Context: an optimization exercise on an open-source flow, tuned for small area. The choices shown serve that exercise and are no tape-out recipe.
The RTL was checked by simulation tests, not by an equivalence proof against the original design.
No activity file was given, so power comes from the tool's default toggle rates.

===== flow/design.v =====
`default_nettype none
package trigPkg;
   localparam int NUM_LANES  = 4;
   localparam int LANE_WIDTH = 16;
   localparam int SUM_WIDTH  = 8;
   localparam int ADDR_WIDTH = 9;
   localparam int DATA_WIDTH = 32;
   localparam logic [DATA_WIDTH-1:0] SYS_REVISION = 32'hB100_0001;
   localparam logic [DATA_WIDTH-1:0] BLOCK_FILL   = 32'h0000_0123;
   localparam logic [ADDR_WIDTH-1:0] REG_CSR          = 9'h000;
   localparam logic [ADDR_WIDTH-1:0] REG_VERSION      = 9'h001;
   localparam logic [ADDR_WIDTH-1:0] REG_OUTBLOCK     = 9'h003;
   localparam logic [ADDR_WIDTH-1:0] REG_COINC_RESULT = 9'h005;
   localparam logic [ADDR_WIDTH-1:0] REG_CLEAR        = 9'h009;
   localparam logic [ADDR_WIDTH-1:0] REG_NUMTRIG_LO   = 9'h00A;
   localparam logic [ADDR_WIDTH-1:0] REG_NUMTRIG_HI   = 9'h00B;
   localparam logic [ADDR_WIDTH-1:0] REG_TICKS_LO     = 9'h00C;
   localparam logic [ADDR_WIDTH-1:0] REG_TICKS_HI     = 9'h00D;
   localparam logic [ADDR_WIDTH-1:0] REG_COINC_MASK   = 9'h108;
   localparam logic [ADDR_WIDTH-1:0] REG_MULT_MASK    = 9'h110;
   localparam logic [ADDR_WIDTH-1:0] REG_PATTERN      = 9'h118;
   localparam logic [ADDR_WIDTH-1:0] REG_THRESHOLD    = 9'h120;
   localparam logic [1:0] BLK_CONFIG  = 2'd0;
   localparam logic [1:0] BLK_RESULTS = 2'd1;
endpackage
`default_nettype wire
`timescale 1ns/1ps
`default_nettype none
import trigPkg::*;
module trigLane
#(
   parameter int LANE_WIDTH = trigPkg::LANE_WIDTH
)
(
   input  logic                  proc_clk,
   input  logic                  rstN,
   input  logic [LANE_WIDTH-1:0] laneIn,
   input  logic [LANE_WIDTH-1:0] coincMask,
   input  logic [LANE_WIDTH-1:0] multMask,
   input  logic [LANE_WIDTH-1:0] pattern,
   input  logic [SUM_WIDTH-1:0]  threshold,
   output logic                  coincHit,
   output logic                  multHit,
   output logic [SUM_WIDTH-1:0]  sum
);
   localparam int GROUPS = LANE_WIDTH / 4;
   logic [LANE_WIDTH-1:0]   multMasked;
   logic                    coincNow;
   logic [GROUPS*3-1:0]     partNext;
   logic [GROUPS*3-1:0]     partSum;
   logic                    coincD1;
   logic [SUM_WIDTH-1:0]    thrD1;
   logic [SUM_WIDTH-1:0]    total;
   assign coincNow   = (laneIn & coincMask) == pattern;
   assign multMasked = laneIn & multMask;
   always_comb
   begin
      for (int g = 0; g < GROUPS; g++)
      begin
         partNext[3*g +: 3] = '0;
         for (int b = 0; b < 4; b++)
         begin
            partNext[3*g +: 3] = partNext[3*g +: 3] + {2'b00, multMasked[4*g + b]};
         end
      end
   end
   always_comb
   begin
      total = '0;
      for (int g = 0; g < GROUPS; g++)
      begin
         total = total + SUM_WIDTH'(partSum[3*g +: 3]);
      end
   end
   always_ff @(posedge proc_clk)
   begin
      partSum <= partNext;
      coincD1 <= coincNow;
      thrD1   <= threshold;
   end
   always_ff @(posedge proc_clk)
   begin
      if (!rstN)
      begin
         coincHit <= 1'b0;
         multHit  <= 1'b0;
         sum      <= '0;
      end
      else
      begin
         coincHit <= coincD1;
         sum      <= total;
         multHit  <= total >= thrD1;
      end
   end
endmodule
`default_nettype wire
`timescale 1ns/1ps
`default_nettype none
import trigPkg::*;
module trigResults
#(
   parameter int NUM_LANES = trigPkg::NUM_LANES
)
(
   input  logic                           proc_clk,
   input  logic                           rstN,
   input  logic [NUM_LANES-1:0]           coincHit,
   input  logic [NUM_LANES-1:0]           multHit,
   input  logic [NUM_LANES*SUM_WIDTH-1:0] sum,
   input  logic                           fastTrig,
   input  logic                           counterClr,
   input  logic                           runEnable,
   input  logic                           cntWrEn,
   input  logic [DATA_WIDTH/8-1:0]        cntWstrb,
   input  logic [DATA_WIDTH-1:0]          cntWrData,
   input  logic [ADDR_WIDTH-1:0]          rdAddr,
   output logic [DATA_WIDTH-1:0]          resultWord
);
   logic        ftA;
   logic        ftB;
   logic        ftRise;
   logic [63:0] numTrig;
   logic [63:0] runTicks;
   logic [15:0] coincWord;
   function automatic logic [31:0] mergeHalf(
      input logic [31:0] oldWord,
      input logic [31:0] newWord,
      input logic [3:0]  strb
   );
      logic [31:0] merged;
      merged = oldWord;
      for (int b = 0; b < 4; b++)
      begin
         if (strb[b])
         begin
            merged[8*b +: 8] = newWord[8*b +: 8];
         end
      end
      mergeHalf = merged;
   endfunction
   always_ff @(posedge proc_clk)
   begin
      if (!rstN)
      begin
         ftA <= 1'b0;
         ftB <= 1'b0;
      end
      else
      begin
         ftA <= fastTrig;
         ftB <= ftA;
      end
   end
   assign ftRise = ftA & ~ftB;
   always_ff @(posedge proc_clk)
   begin
      if (!rstN || counterClr)
      begin
         runTicks <= '0;
         numTrig  <= '0;
      end
      else
      begin
         if (cntWrEn && rdAddr == REG_TICKS_LO)
            runTicks[31:0] <= mergeHalf(runTicks[31:0], cntWrData, cntWstrb);
         else if (cntWrEn && rdAddr == REG_TICKS_HI)
            runTicks[63:32] <= mergeHalf(runTicks[63:32], cntWrData, cntWstrb);
         else
            runTicks <= runTicks + 64'd1;
         if (cntWrEn && rdAddr == REG_NUMTRIG_LO)
            numTrig[31:0] <= mergeHalf(numTrig[31:0], cntWrData, cntWstrb);
         else if (cntWrEn && rdAddr == REG_NUMTRIG_HI)
            numTrig[63:32] <= mergeHalf(numTrig[63:32], cntWrData, cntWstrb);
         else if (ftRise)
            numTrig <= numTrig + 64'd1;
      end
   end
   always_comb
   begin
      coincWord = '0;
      for (int i = 0; i < NUM_LANES; i++)
      begin
         coincWord[i]     = coincHit[i];
         coincWord[8 + i] = multHit[i];
      end
   end
   always_comb
   begin
      case (rdAddr)
         REG_CSR:          resultWord = DATA_WIDTH'(runEnable);
         REG_VERSION:      resultWord = SYS_REVISION;
         REG_COINC_RESULT: resultWord = DATA_WIDTH'(coincWord);
         REG_NUMTRIG_LO:   resultWord = numTrig[31:0];
         REG_NUMTRIG_HI:   resultWord = numTrig[63:32];
         REG_TICKS_LO:     resultWord = runTicks[31:0];
         REG_TICKS_HI:     resultWord = runTicks[63:32];
         default:          resultWord = '0;
      endcase
      for (int i = 0; i < NUM_LANES; i++)
      begin
         if (rdAddr == REG_MULT_MASK + ADDR_WIDTH'(i))
            resultWord = DATA_WIDTH'(sum[i*SUM_WIDTH +: SUM_WIDTH]);
      end
   end
endmodule
`default_nettype wire
`timescale 1ns/1ps
`default_nettype none
import trigPkg::*;
module trigRegBank
#(
   parameter int NUM_LANES  = trigPkg::NUM_LANES,
   parameter int LANE_WIDTH = trigPkg::LANE_WIDTH
)
(
   input  logic                            proc_clk,
   input  logic                            rstN,
   input  logic                            busWrEn,
   input  logic                            busRdEn,
   input  logic [DATA_WIDTH/8-1:0]         busWstrb,
   input  logic [ADDR_WIDTH-1:0]           busAddr,
   input  logic [DATA_WIDTH-1:0]           busWrData,
   input  logic [DATA_WIDTH-1:0]           resultWord,
   output logic [NUM_LANES*LANE_WIDTH-1:0] coincMask,
   output logic [NUM_LANES*LANE_WIDTH-1:0] multMask,
   output logic [NUM_LANES*LANE_WIDTH-1:0] pattern,
   output logic [NUM_LANES*SUM_WIDTH-1:0]  threshold,
   output logic                            counterClr,
   output logic [ADDR_WIDTH-1:0]           rdAddr,
   output logic [DATA_WIDTH-1:0]           rdData,
   output logic                            rdValid,
   output logic                            runEnable
);
   logic [15:0]           csrReg;
   logic [1:0]            outBlock;
   logic [DATA_WIDTH-1:0] cfgWord;
   function automatic logic [DATA_WIDTH-1:0] mergeBytes(
      input logic [DATA_WIDTH-1:0]   oldWord,
      input logic [DATA_WIDTH-1:0]   newWord,
      input logic [DATA_WIDTH/8-1:0] strb
   );
      logic [DATA_WIDTH-1:0] merged;
      merged = oldWord;
      for (int b = 0; b < DATA_WIDTH/8; b++)
      begin
         if (strb[b])
         begin
            merged[8*b +: 8] = newWord[8*b +: 8];
         end
      end
      mergeBytes = merged;
   endfunction
   assign rdAddr    = busAddr;
   assign runEnable = csrReg[0];
   always_ff @(posedge proc_clk)
   begin
      if (!rstN)
      begin
         csrReg     <= '0;
         outBlock   <= BLK_CONFIG;
         coincMask  <= '0;
         multMask   <= '0;
         pattern    <= '0;
         threshold  <= '0;
         counterClr <= 1'b0;
         rdValid    <= 1'b0;
      end
      else
      begin
         counterClr <= busWrEn && (busAddr == REG_CLEAR);
         rdValid    <= busRdEn;
         if (busWrEn)
         begin
            case (busAddr)
               REG_CSR:
                  csrReg <= 16'(mergeBytes(DATA_WIDTH'(csrReg), busWrData, busWstrb));
               REG_OUTBLOCK:
                  outBlock <= 2'(mergeBytes(DATA_WIDTH'(outBlock), busWrData, busWstrb));
               default:
                  ;
            endcase
            for (int i = 0; i < NUM_LANES; i++)
            begin
               if (busAddr == REG_COINC_MASK + ADDR_WIDTH'(i))
               begin
                  coincMask[i*LANE_WIDTH +: LANE_WIDTH] <= LANE_WIDTH'(mergeBytes(
                     DATA_WIDTH'(coincMask[i*LANE_WIDTH +: LANE_WIDTH]), busWrData, busWstrb));
               end
               if (busAddr == REG_MULT_MASK + ADDR_WIDTH'(i))
               begin
                  multMask[i*LANE_WIDTH +: LANE_WIDTH] <= LANE_WIDTH'(mergeBytes(
                     DATA_WIDTH'(multMask[i*LANE_WIDTH +: LANE_WIDTH]), busWrData, busWstrb));
               end
               if (busAddr == REG_PATTERN + ADDR_WIDTH'(i))
               begin
                  pattern[i*LANE_WIDTH +: LANE_WIDTH] <= LANE_WIDTH'(mergeBytes(
                     DATA_WIDTH'(pattern[i*LANE_WIDTH +: LANE_WIDTH]), busWrData, busWstrb));
               end
               if (busAddr == REG_THRESHOLD + ADDR_WIDTH'(i))
               begin
                  threshold[i*SUM_WIDTH +: SUM_WIDTH] <= SUM_WIDTH'(mergeBytes(
                     DATA_WIDTH'(threshold[i*SUM_WIDTH +: SUM_WIDTH]), busWrData, busWstrb));
               end
            end
         end
      end
   end
   always_comb
   begin
      case (busAddr)
         REG_CSR:      cfgWord = DATA_WIDTH'(csrReg);
         REG_OUTBLOCK: cfgWord = DATA_WIDTH'(outBlock);
         default:      cfgWord = '0;
      endcase
      for (int i = 0; i < NUM_LANES; i++)
      begin
         if (busAddr == REG_COINC_MASK + ADDR_WIDTH'(i))
            cfgWord = DATA_WIDTH'(coincMask[i*LANE_WIDTH +: LANE_WIDTH]);
         if (busAddr == REG_MULT_MASK + ADDR_WIDTH'(i))
            cfgWord = DATA_WIDTH'(multMask[i*LANE_WIDTH +: LANE_WIDTH]);
         if (busAddr == REG_PATTERN + ADDR_WIDTH'(i))
            cfgWord = DATA_WIDTH'(pattern[i*LANE_WIDTH +: LANE_WIDTH]);
         if (busAddr == REG_THRESHOLD + ADDR_WIDTH'(i))
            cfgWord = DATA_WIDTH'(threshold[i*SUM_WIDTH +: SUM_WIDTH]);
      end
   end
   always_ff @(posedge proc_clk)
   begin
      if (busRdEn)
      begin
         case (outBlock)
            BLK_CONFIG:  rdData <= cfgWord;
            BLK_RESULTS: rdData <= resultWord;
            default:     rdData <= BLOCK_FILL;
         endcase
      end
   end
endmodule
`default_nettype wire
`timescale 1ns/1ps
`default_nettype none
import trigPkg::*;
module trigCoincTop
#(
   parameter int NUM_LANES  = trigPkg::NUM_LANES,
   parameter int LANE_WIDTH = trigPkg::LANE_WIDTH
)
(
   input  logic                            proc_clk,
   input  logic                            rstN,
   input  logic                            busWrEn,
   input  logic                            busRdEn,
   input  logic [DATA_WIDTH/8-1:0]         busWstrb,
   input  logic [ADDR_WIDTH-1:0]           busAddr,
   input  logic [DATA_WIDTH-1:0]           busWrData,
   input  logic [NUM_LANES*LANE_WIDTH-1:0] trigIn,
   input  logic                            fastTrig,
   output logic [DATA_WIDTH-1:0]           rdData,
   output logic                            rdValid
);
   logic [NUM_LANES*LANE_WIDTH-1:0] coincMask;
   logic [NUM_LANES*LANE_WIDTH-1:0] multMask;
   logic [NUM_LANES*LANE_WIDTH-1:0] pattern;
   logic [NUM_LANES*SUM_WIDTH-1:0]  threshold;
   logic [NUM_LANES-1:0]            coincHit;
   logic [NUM_LANES-1:0]            multHit;
   logic [NUM_LANES*SUM_WIDTH-1:0]  sum;
   logic                            counterClr;
   logic                            runEnable;
   logic [ADDR_WIDTH-1:0]           rdAddr;
   logic [DATA_WIDTH-1:0]           resultWord;
   trigRegBank #(
      .NUM_LANES  (NUM_LANES),
      .LANE_WIDTH (LANE_WIDTH)
   ) uRegBank (
      .proc_clk   (proc_clk),
      .rstN       (rstN),
      .busWrEn    (busWrEn),
      .busRdEn    (busRdEn),
      .busWstrb   (busWstrb),
      .busAddr    (busAddr),
      .busWrData  (busWrData),
      .resultWord (resultWord),
      .coincMask  (coincMask),
      .multMask   (multMask),
      .pattern    (pattern),
      .threshold  (threshold),
      .counterClr (counterClr),
      .rdAddr     (rdAddr),
      .rdData     (rdData),
      .rdValid    (rdValid),
      .runEnable  (runEnable)
   );
   for (genvar i = 0; i < NUM_LANES; i++)
   begin : genLane
      trigLane #(
         .LANE_WIDTH (LANE_WIDTH)
      ) uLane (
         .proc_clk  (proc_clk),
         .rstN      (rstN),
         .laneIn    (trigIn[i*LANE_WIDTH +: LANE_WIDTH]),
         .coincMask (coincMask[i*LANE_WIDTH +: LANE_WIDTH]),
         .multMask  (multMask[i*LANE_WIDTH +: LANE_WIDTH]),
         .pattern   (pattern[i*LANE_WIDTH +: LANE_WIDTH]),
         .threshold (threshold[i*SUM_WIDTH +: SUM_WIDTH]),
         .coincHit  (coincHit[i]),
         .multHit   (multHit[i]),
         .sum       (sum[i*SUM_WIDTH +: SUM_WIDTH])
      );
   end
   trigResults #(
      .NUM_LANES (NUM_LANES)
   ) uResults (
      .proc_clk   (proc_clk),
      .rstN       (rstN),
      .coincHit   (coincHit),
      .multHit    (multHit),
      .sum        (sum),
      .fastTrig   (fastTrig),
      .counterClr (counterClr),
      .runEnable  (runEnable),
      .cntWrEn    (busWrEn),
      .cntWstrb   (busWstrb),
      .cntWrData  (busWrData),
      .rdAddr     (rdAddr),
      .resultWord (resultWord)
   );
endmodule
`default_nettype wire

===== flow/run.sh =====
#!/bin/bash
# synth_recipe.tcl (not shown) runs the flow's synth.tcl, then flattens the netlist and writes it again
# the make line also repeats each setting of config.mk as NAME=value (left out here)
make -C /OpenROAD-flow-scripts/flow DESIGN_CONFIG=/design/flow/config.mk WORK_HOME=/design/flow/orfs CLKGATE_MAP_FILE= SYNTH_SCRIPT=/design/flow/synth_recipe.tcl finish

===== flow/config.mk =====
export PLATFORM = sky130hd
export DESIGN_NAME = trigCoincTop
export DESIGN_NICKNAME = trigCoincTop
export VERILOG_FILES = /design/flow/design.v
export SDC_FILE = /design/flow/constraint.sdc
export NUM_CORES = 4
export LEC_CHECK = 0
export CAP_MARGIN = 20
export CORE_MARGIN = 2
export CORE_UTILIZATION = 40
export SLEW_MARGIN = 20

===== flow/constraint.sdc =====
create_clock -name core_clock -period 5.0 [get_ports {proc_clk}]
set_input_delay 1.0000 -clock core_clock [delete_from_list [all_inputs] [get_ports {proc_clk}]]
set_output_delay 1.0000 -clock core_clock [all_outputs]
set_load 0.01 [all_outputs]

==> summary.md <==
| Metric | Value |
|---|---|
| Top-Level Pins | 147 |
| Top post-synthesis cells by area | dfxtp_1 (35%), nand2_1 (10%), a21boi_0 (6.5%) |
| Metal-1 WL | 45,410 um |
| Hold WC Path Type | reg -> reg |
| Min Tclk post-route | 4169 ps |
| Setup WS pre-CTS | 421.6 ps |
| Yosys warns | 3 |
| # fillers | 6,787 |
| Setup crit end kind | flop |
| CTS Buf Count | 58 |
| FMAX | 0.2399 GHz |
| DRC errors left | 0 |
| IO Port Bufs | 146 |
| Synth Net Count | 3,696 |
| Die area | 71,870 sq um |
| Wire length on met2 | 50,020 um |
| Worst Tran Pin Value | 1120 ps |
| RSZ-0062 raised after global routing | false |
| Final std cell area, no fill | 32,180 sq um |
| Finished Core Util | 0.4676 |
| Final period util | 0.8338 |
| Cell Area, Synth | 27,900 sq um |
| CTS root buf | clkbuf_16 |
| Worst-skew pair later-pin latency | 670 ps |
| Core ar. | 68,830 sq um |
| Vias per Instance | 5.972 |
| CP arrival | 4630 ps |
| Register Area | 10,690 sq um |
| Aggregate negative setup slack | 0 ps |
| Pleak | 0.01126 uW |
| Power per cell area | 285.2 nW/um^2 |
| Gates resized, CTS repair | 0 |
| Area growth syn-to-layout | 15.36% |
| Routed Antenna Nets | 0 |
| Top_reg_cell synth | dfxtp_1 |
| CTS H-tree depth | 2 |
| Clock Skews | 49.94 ps |
| Bufs on Longest Clock Path | 3 |
| Distinct cells, synth | 95 |
| Gpl congestion | 0.9851 |
| Outcome | timing/DRC/antenna clean |
| Crit Path Category | reg -> reg |
| Vias in the first global route | 24.85k |
| WHS | 360.1 ps |
| Antenna violations before repair | 2 |
| Pre-antenna DRT Iters | 7 |
| Number of synthesized flops with an enable pin | 32 |
| Nets | 3,744 |
| Cell taking the most area after synthesis | dfxtp_1 |
| Worst EP required | 5460 ps |
| Max Cap Viol | 0 |
| Multi-input gate area | 15,880 sq um |
| Fin. Hold Viols | 0 |
| Synth Register Bits | 518 |
| Max-slew violation count | 0 |
| Commonest cells post-synth | nand2_1 (746), dfxtp_1 (486), a21boi_0 (241) |
| Post-DP HPWL | 79,910 um |
| Worst VDD drop | 0.3173 mV |
| CTS Hold Bufs | 0 |
| CTS tree | built |
| Syn Area/Cell | 8.044 sq um |
| Via count | 26.84k |
| Wire length on met3 | 8221 um |
| Placed cell areas | 30,180 sq um |
| Count of final setup violators | 0 |
| First DRT Iteration DRCs | 3,324 |
| Register area share after synthesis | 0.3832 |
| Top-count cell post-synth | nand2_1 |
| GRT Overall Usage | 0.3022 |
| Initial core utilization | 0.4053 |
| First-pass GRT wire length | 163,200 um |
| CTS Sinks | 518 |
| Die W | 268.1 um |
| CP Max Fanout | 2 |
| Final wirelength | 110,500 um |
| Share of cells above drive strength 1 | 0.06766 |
| Die Y | 268.1 um |
| Largest net degree at the start of global routing | 101 |
| Worst-path clk slew | 60 ps |
| Wirelength per Cell | 24.58 um |
| Final WS setup | 831.2 ps |
| Share of the synthesized area in the top cell type | 0.3488 |
| Post-CTS Setup Bufs | 0 |
| CP Launch Type | flop |
| Site row count | 96 |
| Congestion Overflow GR | 0 |
| Worst rel slew slack | 0.2511 |
| Max Used Layer | met5 |
| Async SR Flop Fraction | 0 |
| Mapped Cells | 3,468 |
[layout by cell type (no fill, tap or decap), drive strengths merged, types with 68 or more instances in the layout]
master	synthesis	final
buf	59	85
clkdlybuf4s50	0	134
ha	78	78
nor2	168	168
inv	126	127
nand3	116	116
clkbuf	172	87
nand4	68	68
o21ai	144	144
dfxtp	486	486
a21boi	241	241
nand2	748	748
a21oi	224	224
[critical path, cell delays in order (launching register included)]
cell      delay (ps)
dfxtp_1          300
ha_1             230
fa_1             540
inv_1             60
fa_1             530
inv_1             50
ha_1             220
fa_1             380
xor2_1           630
ha_1             240
o21ai_0           80
nand2b_1         100
a21oi_1           70
nor4_1           550
[sequential cells by signal, indices dropped and copies added, names as in the netlist, 32 cells and up]
signal                 count
uRegBank.pattern          64
uResults.runTicks         64
uRegBank.coincMask        64
uResults.numTrig          64
uRegBank.threshold        32
genLane.uLane.thrD1       32
genLane.uLane.partSum     48
uRegBank.multMask         64
uRegBank.rdData           32
[metrics by stage]
stage	total power (uW)	cells
6_report	9180	4495
5_1_grt	9411	4493
4_1_cts	9206	4493
3_5_place_dp	4797	4387
3_3_place_gp	4800	4387
2_1_floorplan	4497	3468
[report_power, final]
group          leakage (uW)  switching, uW  internal, uW
logic               0.00604            335           172
registers           0.00424           22.0          4190
clock network      0.000978           1870          2600
total                0.0113           2220          6960
[final cells by class]
class,count,share of cell area
Sequential cell,518,0.3322
Multi-Input combinational cell,2593,0.4935
Antenna cell,2,0.0001555
Clock buffer,87,0.05377
Clock inverter,19,0.007932
Timing Repair Buffer,219,0.06155
Tap cell,931,0.03620
Inverter,126,0.01470
[cells by family after synthesis]
group | count (synthesis) | synth area share
AND/OR/NAND/NOR | 1388 | 0.2313
AO/OA/AOI/OAI | 999 | 0.2439
adder cells (fa/ha/maj) | 114 | 0.06082
XOR/XNOR | 73 | 0.02292
buffers and inverters | 357 | 0.05086
multiplexers | 19 | 0.006952
flip-flops | 518 | 0.3832
[layer usage]
layer | up-vias | GRT usage
met3 | 328 | 0.03794
met1 | 12738 | 0.3958
met4 | 2 | 0.1646
met2 | 1322 | 0.4847
met5 | - | 0
li1 | 12452 | -
[final timing paths]
kind,slack [ps],end,from,cells past startpoint
setup reg to reg,830,genLane[1].uLane.multHit,genLane[1].uLane.partSum[0],13
hold / removal,360,genLane[3].uLane.thrD1[6],uRegBank.threshold[30],0
setup / recovery,830,genLane[1].uLane.multHit,genLane[1].uLane.partSum[0],13
hold reg to reg,360,genLane[3].uLane.thrD1[6],uRegBank.threshold[30],0

[port drivers added, routing unchanged]
The flow's constraints put no driver on any port. The routed layout listed below was extracted and timed again, unchanged, in two steps. Step 1 (the two cells are an assumption about what drives the block):
set clk [get_ports {proc_clk}]
set_driving_cell -lib_cell sky130_fd_sc_hd__clkbuf_16 $clk
set_driving_cell -lib_cell sky130_fd_sc_hd__buf_2 [delete_from_list [all_inputs] $clk]
Step 2, shift: input delay + t, output delay - t, t = (earliest + latest rising clock arrival at the registers) / 2. This alone moves slack from input paths to output paths. a / b / c = ideal ports / drivers / drivers and shift; a / b = the first two.
shift t [ns]: 0.706
setup slack, ns: 0.831 / 0.831 / 0.322
worst setup path after step 2: input to register
After both steps this run still meets setup and hold. For this run, drivers alone change the setup slack by 0.000 ns; drivers and shift together by -0.509 ns.
